From an optimization exercise on the open Yosys and OpenROAD flow, aimed at small area, a short achievable clock period and few clock cycles per item; shortcuts taken in it are not production practice.
The RTL was checked by simulation tests, not by an equivalence proof against the original design.

==> flow/design.v (excerpt) <==
module sgd_top (
    input  wire                       clk,
    input  wire                       rst_n,
    input  wire                       start,
    input  wire sgd_pkg::count_t      mini_batch_size,
    input  wire sgd_pkg::count_t      number_of_samples,
    input  wire sgd_pkg::count_t      number_of_epochs,
    input  wire sgd_pkg::shift_t      step_shift,
    input  wire sgd_pkg::features_t   sample_features,
    input  wire sgd_pkg::model_word_t sample_label,
    input  wire                       sample_valid,
    output wire                       sample_ready,
    output wire sgd_pkg::model_word_t x_out_data,
    output wire                       x_out_valid,
    input  wire                       x_out_ready,
    output wire                       x_out_last,
    output wire                       done
);
    logic                 start_acc;
    logic                 start_q;
    logic                 take;
    logic                 batch_end;
    logic                 run_end;
    sgd_pkg::shift_t      step_shift_q;
    logic                 wb_done;
    logic                 v0, be0, last0;
    sgd_pkg::booth_vec_t  e0;
    sgd_pkg::model_word_t b0;
    logic                 v1, be1, last1;
    sgd_pkg::booth_vec_t  e1;
    sgd_pkg::model_word_t d1_0;
    sgd_pkg::model_word_t d1_1;
    logic                 v2, be2, last2;
    sgd_pkg::booth_vec_t  e2;
    sgd_pkg::model_vec_t  x;
    sgd_pkg::model_vec_t  w;
    sgd_pkg::model_vec_t  w_next;
    logic                 wb_start;
    sgd_control u_control (
        .clk               (clk),
        .rst_n             (rst_n),
        .start             (start),
        .mini_batch_size   (mini_batch_size),
        .number_of_samples (number_of_samples),
        .number_of_epochs  (number_of_epochs),
        .step_shift        (step_shift),
        .sample_valid      (sample_valid),
        .wb_done           (wb_done),
        .start_acc         (start_acc),
        .sample_ready      (sample_ready),
        .take              (take),
        .batch_end         (batch_end),
        .run_end           (run_end),
        .step_shift_q      (step_shift_q),
  ...
Size: roughly 160 I/O pins, ~0.061 mm² of cells after synthesis.
==> flow/config.mk <==
export PLATFORM = sky130hd
export DESIGN_NAME = sgd_top
export DESIGN_NICKNAME = sgd_top
export VERILOG_FILES = /design/flow/design.v
export SDC_FILE = /design/flow/constraint.sdc
export NUM_CORES = 4
export LEC_CHECK = 0
export ABC_AREA = 1
export CAP_MARGIN = 20
export CORE_MARGIN = 2
export CORE_UTILIZATION = 45
export CTS_BUF_LIST = sky130_fd_sc_hd__clkbuf_4 sky130_fd_sc_hd__clkbuf_8
export SETUP_SLACK_MARGIN = 5
export SLEW_MARGIN = 20
==> flow/constraint.sdc <==
create_clock -name core_clock -period 10.0 [get_ports {clk}]
set_input_delay 2.0000 -clock core_clock [delete_from_list [all_inputs] [get_ports {clk}]]
set_output_delay 2.0000 -clock core_clock [all_outputs]
set_load 0.01 [all_outputs]
standard.sh (not shown) runs the stock make flow with config.mk's settings and CLKGATE_MAP_FILE= SYNTH_SCRIPT=/design/flow/synth_recipe.tcl, a recipe that flattens the netlist after the stock synthesis.
==> flow/flow/run.sh <==
#!/bin/bash
# Own layout flow: the standard flow, with one netlist step between
# synthesis and floorplan, and a tighter setup target for the repairs.
#  1. standard synthesis (bash standard.sh synth), unchanged
#  2. flow/faopt.py re-chooses the polarity of each full adder (and xor/xnor)
#     so that fewer inverters are needed; registers are not touched
#  3. the rest of the standard flow, with the setup repair aiming at
#     SETUP_SLACK_MARGIN below (the clock and constraints are the standard flow's)
# Each tool's output goes to a log file of its own in this folder.
set -euo pipefail
MARGIN=${MARGIN:-5}
R=orfs/results/${FLOW_PLATFORM}/sgd_top/base

bash standard.sh synth > synth.log 2>&1
cp $R/1_2_yosys.v $R/1_2_yosys.std.v
python3 flow/faopt.py $R/1_2_yosys.std.v $R/1_2_yosys.opt.v > faopt.log 2>&1
cp $R/1_2_yosys.opt.v $R/1_2_yosys.v
touch $R/1_2_yosys.v
rm -f $R/1_synth.odb $R/1_synth.sdc
bash standard.sh synth > synth_odb.log 2>&1
bash standard.sh SETUP_SLACK_MARGIN=$MARGIN finish > finish.log 2>&1
Other scripts of this flow, unchanged in this note and not shown: flow/flow/faopt.py
Testbench counts at the start, summed over its fixed seeds: cycles 5,573, samples 3,865.
Change:
--- a/flow/flow/run.sh
+++ b/flow/flow/run.sh
@@ -6,8 +6,9 @@
 #     so that fewer inverters are needed; registers are not touched
 #  3. the rest of the standard flow, with the setup repair aiming at
-#     SETUP_SLACK_MARGIN below (the clock and constraints are the standard flow's)
+#     SETUP_SLACK_MARGIN below (the clock and constraints are the standard flow's), and
+#     every port buffered with buf_2 rather than the cell buffer_ports picks
 # Each tool's output goes to a log file of its own in this folder.
 set -euo pipefail
-MARGIN=${MARGIN:-5}
+MARGIN=${MARGIN:-5.4}
 R=orfs/results/${FLOW_PLATFORM}/sgd_top/base
 
@@ -19,3 +20,3 @@
 rm -f $R/1_synth.odb $R/1_synth.sdc
 bash standard.sh synth > synth_odb.log 2>&1
-bash standard.sh SETUP_SLACK_MARGIN=$MARGIN finish > finish.log 2>&1
+bash standard.sh SETUP_SLACK_MARGIN=$MARGIN "BUFFER_PORTS_ARGS=-buffer_cell sky130_fd_sc_hd__buf_2" finish > finish.log 2>&1
- global-route usage is higher by 0.53 points
- design area is higher by 3.3%
- setup slack gains 0.35 ns
- worst hold slack loses 0.0089 ns
- fmax is higher by 7.5%
- cell count is higher by 1.5%
Change:
--- a/flow/flow/run.sh
+++ b/flow/flow/run.sh
@@ -6,9 +6,8 @@
 #     so that fewer inverters are needed; registers are not touched
 #  3. the rest of the standard flow, with the setup repair aiming at
-#     SETUP_SLACK_MARGIN below (the clock and constraints are the standard flow's), and
-#     every port buffered with buf_2 rather than the cell buffer_ports picks
+#     SETUP_SLACK_MARGIN below (the clock and constraints are the standard flow's)
 # Each tool's output goes to a log file of its own in this folder.
 set -euo pipefail
-MARGIN=${MARGIN:-5.4}
+MARGIN=${MARGIN:-5.3}
 R=orfs/results/${FLOW_PLATFORM}/sgd_top/base
 
@@ -20,3 +19,3 @@
 rm -f $R/1_synth.odb $R/1_synth.sdc
 bash standard.sh synth > synth_odb.log 2>&1
-bash standard.sh SETUP_SLACK_MARGIN=$MARGIN "BUFFER_PORTS_ARGS=-buffer_cell sky130_fd_sc_hd__buf_2" finish > finish.log 2>&1
+bash standard.sh SETUP_SLACK_MARGIN=$MARGIN finish > finish.log 2>&1
Effect: Count of clock-buffer cells in the layout went up by 7; first-iteration DRC count decreases by a little under a tenth; cell area came out lower slightly; routed wire length falls slightly.
Change:
--- a/flow/flow/run.sh
+++ b/flow/flow/run.sh
@@ -6,8 +6,9 @@
 #     so that fewer inverters are needed; registers are not touched
 #  3. the rest of the standard flow, with the setup repair aiming at
-#     SETUP_SLACK_MARGIN below (the clock and constraints are the standard flow's)
+#     SETUP_SLACK_MARGIN below (the clock and constraints are the standard flow's), and
+#     every port buffered with buf_2 rather than the cell buffer_ports picks
 # Each tool's output goes to a log file of its own in this folder.
 set -euo pipefail
-MARGIN=${MARGIN:-5.3}
+MARGIN=${MARGIN:-5.4}
 R=orfs/results/${FLOW_PLATFORM}/sgd_top/base
 
@@ -19,3 +20,3 @@
 rm -f $R/1_synth.odb $R/1_synth.sdc
 bash standard.sh synth > synth_odb.log 2>&1
-bash standard.sh SETUP_SLACK_MARGIN=$MARGIN finish > finish.log 2>&1
+bash standard.sh SETUP_SLACK_MARGIN=$MARGIN "BUFFER_PORTS_ARGS=-buffer_cell sky130_fd_sc_hd__buf_2" finish > finish.log 2>&1
CORE_UTILIZATION = 55   (was 45)
Effect: Design area is about the same; wire length went up by a few percent; sequential share of layout area hardly moves.

* * *

== build 18 ==
Starting RTL as in the previous note.
clock: 10.0 ns
lec_check: 0
abc_area: 1
cap_margin: 20
core_margin: 2
core_utilization: 45
setup_slack_margin: 5
slew_margin: 20
run.sh (not shown) runs the stock make flow with config.mk's settings and CLKGATE_MAP_FILE= SYNTH_SCRIPT=/design/flow/synth_recipe.tcl, a recipe that flattens the netlist after the stock synthesis.
Stock flow here: none of the scripts above is used.
Complete run, failing final checks: build 18, reason antenna rules.
Testbench counts of build 18, summed over its fixed seeds: cycles 5,573, samples 3,865.
Relative to build 18, the following input files were edited for trial 92:
Settings: swapping 45 for 40 in CORE_UTILIZATION.
==> summary.txt <==
- Trial 92 ran to completion and came out clean on the timing, design-rule and antenna checks.
- The flow completed for build 18, but it is not clean: the layout still shows antenna rules.
- Trial 92 vs build 18 on maximum clock skew at final layout: trial 92 is the lower one.
- Post-route worst setup slack delta (trial 92 -> build 18): insignificant
- [compare] base=build 18 new=trial 92: final RePlAce weighted congestion now sits higher.
- As of trial 92, half-perimeter wire length after placement had risen slightly compared to build 18.
- Global-route met3 utilization: trial 92 and build 18 compared, higher one is build 18
- Critical path depth in trial 92 is 18 below build 18.

* * *

Starting RTL as in the previous note.
export LEC_CHECK = 0
export ABC_AREA = 1
export CAP_MARGIN = 20
export CORE_MARGIN = 2
export CORE_UTILIZATION = 45
export CTS_BUF_LIST = sky130_fd_sc_hd__clkbuf_4 sky130_fd_sc_hd__clkbuf_8
export PLACE_DENSITY = 0.7
export SETUP_SLACK_MARGIN = 5
export SLEW_MARGIN = 20
create_clock -name core_clock -period 10.0 [get_ports {clk}]
standard.sh (not shown) runs the stock make flow with config.mk's settings and CLKGATE_MAP_FILE= SYNTH_SCRIPT=/design/flow/synth_recipe.tcl, a recipe that flattens the netlist after the stock synthesis.
==> flow/flow/run.sh <==
#!/bin/bash
# Own layout flow: the standard flow, with one netlist step between
# synthesis and floorplan, and a tighter setup target for the repairs.
#  1. standard synthesis (bash standard.sh synth), unchanged
#  2. flow/faopt.py re-chooses the polarity of each full adder (and xor/xnor)
#     so that fewer inverters are needed; registers are not touched
#  3. the rest of the standard flow, with the setup repair aiming at
#     SETUP_SLACK_MARGIN below (the clock and constraints are the standard flow's), and
#     every port buffered with buf_2 rather than the cell buffer_ports picks
# Each tool's output goes to a log file of its own in this folder.
set -euo pipefail
MARGIN=${MARGIN:-5.4}
R=orfs/results/${FLOW_PLATFORM}/sgd_top/base

bash standard.sh synth > synth.log 2>&1
cp $R/1_2_yosys.v $R/1_2_yosys.std.v
python3 flow/faopt.py $R/1_2_yosys.std.v $R/1_2_yosys.opt.v > faopt.log 2>&1
cp $R/1_2_yosys.opt.v $R/1_2_yosys.v
touch $R/1_2_yosys.v
rm -f $R/1_synth.odb $R/1_synth.sdc
bash standard.sh synth > synth_odb.log 2>&1
bash standard.sh SETUP_SLACK_MARGIN=$MARGIN "BUFFER_PORTS_ARGS=-buffer_cell sky130_fd_sc_hd__buf_2" finish > finish.log 2>&1
Other scripts of this flow, unchanged in this note and not shown: flow/flow/faopt.py
The first run produced a clean layout.
Testbench counts at the start, summed over its fixed seeds: cycles 5,573, samples 3,865.
==> next run, changes <==
--- a/flow/flow/run.sh
+++ b/flow/flow/run.sh
@@ -6,9 +6,8 @@
 #     so that fewer inverters are needed; registers are not touched
 #  3. the rest of the standard flow, with the setup repair aiming at
-#     SETUP_SLACK_MARGIN below (the clock and constraints are the standard flow's), and
-#     every port buffered with buf_2 rather than the cell buffer_ports picks
+#     SETUP_SLACK_MARGIN below (the clock and constraints are the standard flow's)
 # Each tool's output goes to a log file of its own in this folder.
 set -euo pipefail
-MARGIN=${MARGIN:-5.4}
+MARGIN=${MARGIN:-5}
 R=orfs/results/${FLOW_PLATFORM}/sgd_top/base
 
@@ -20,3 +19,3 @@
 rm -f $R/1_synth.odb $R/1_synth.sdc
 bash standard.sh synth > synth_odb.log 2>&1
-bash standard.sh SETUP_SLACK_MARGIN=$MARGIN "BUFFER_PORTS_ARGS=-buffer_cell sky130_fd_sc_hd__buf_2" finish > finish.log 2>&1
+bash standard.sh SETUP_SLACK_MARGIN=$MARGIN finish > finish.log 2>&1
--- a/flow/config.mk
+++ b/flow/config.mk
@@ -10,6 +10,4 @@
 export CORE_MARGIN = 2
 export CORE_UTILIZATION = 45
-export CTS_BUF_LIST = sky130_fd_sc_hd__clkbuf_4 sky130_fd_sc_hd__clkbuf_8
-export PLACE_DENSITY = 0.7
 export SETUP_SLACK_MARGIN = 5
 export SLEW_MARGIN = 20
Effect: Design area decreases by 3.1%. Register-to-register slack is worse by 0.31 ns. Flip-flop and latch count does not change. Setup slack degrades by 0.31 ns. Wire length shrinks by 3.6%.
==> next run, changes <==
--- a/flow/flow/run.sh
+++ b/flow/flow/run.sh
@@ -6,8 +6,9 @@
 #     so that fewer inverters are needed; registers are not touched
 #  3. the rest of the standard flow, with the setup repair aiming at
-#     SETUP_SLACK_MARGIN below (the clock and constraints are the standard flow's)
+#     SETUP_SLACK_MARGIN below (the clock and constraints are the standard flow's), and
+#     every port buffered with buf_2 rather than the cell buffer_ports picks
 # Each tool's output goes to a log file of its own in this folder.
 set -euo pipefail
-MARGIN=${MARGIN:-5}
+MARGIN=${MARGIN:-5.3}
 R=orfs/results/${FLOW_PLATFORM}/sgd_top/base
 
@@ -19,3 +20,3 @@
 rm -f $R/1_synth.odb $R/1_synth.sdc
 bash standard.sh synth > synth_odb.log 2>&1
-bash standard.sh SETUP_SLACK_MARGIN=$MARGIN finish > finish.log 2>&1
+bash standard.sh SETUP_SLACK_MARGIN=$MARGIN "BUFFER_PORTS_ARGS=-buffer_cell sky130_fd_sc_hd__buf_2" finish > finish.log 2>&1
--- a/flow/config.mk
+++ b/flow/config.mk
@@ -10,4 +10,5 @@
 export CORE_MARGIN = 2
 export CORE_UTILIZATION = 45
+export CTS_BUF_LIST = sky130_fd_sc_hd__clkbuf_4 sky130_fd_sc_hd__clkbuf_8
 export SETUP_SLACK_MARGIN = 5
 export SLEW_MARGIN = 20
Non-clock buffer count came out higher by 70. Setup slack improved by 0.33 ns. First-iteration DRC count came out higher by 2.3%. Global-route usage came out higher by 0.32 points. Design area came out higher by 1.3%. Via count came out higher by 1.4%.

what the ideal ports hide:
No port has a modelled driver above. Below, the same layouts with a new extraction and two added sets of constraints. Step 1 assumes that a clkbuf_16 drives the clock port and a buf_2 every other input. Step 2 times the ports against the registers' clock, not the clock port: input delays grow and output delays shrink by t, the midpoint of the rising clock arrivals with the driver on. Slacks: ideal ports / drivers / drivers and shift; pairs: ideal ports / drivers.
| run | t, ns | setup slack, ns | worst hold slack (ns) | clock arrival spread, ns |
|---|---|---|---|---|
| the first run of note 1 | 0.908 | 5.042 / 5.026 / 5.042 | 0.319 / 0.319 / 0.319 | 0.064 / 0.064 |
| the second run of note 1 | 0.926 | 5.388 / 5.315 / 5.409 | 0.311 / 0.311 / 0.311 | 0.078 / 0.078 |
| the third run of note 1 | 0.910 | 5.235 / 5.163 / 5.388 | 0.320 / 0.320 / 0.320 | 0.066 / 0.066 |
| the fourth run of note 1 | 0.881 | 5.334 / 5.334 / 5.334 | 0.309 / 0.309 / 0.309 | 0.097 / 0.097 |
| build 18 | 0.768 | 5.026 / 4.960 / 5.026 | 0.319 / 0.319 / 0.319 | 0.055 / 0.055 |
| trial 92 | 0.773 | 5.027 / 4.946 / 5.030 | 0.321 / 0.321 / 0.321 | 0.044 / 0.044 |
| the first run of note 3 | 0.886 | 5.287 / 5.287 / 5.287 | 0.292 / 0.292 / 0.292 | 0.094 / 0.094 |
| the second run of note 3 | 0.782 | 4.977 / 4.949 / 4.977 | 0.322 / 0.322 / 0.322 | 0.050 / 0.051 |
| the third run of note 3 | 0.917 | 5.304 / 5.232 / 5.358 | 0.323 / 0.323 / 0.323 | 0.067 / 0.067 |
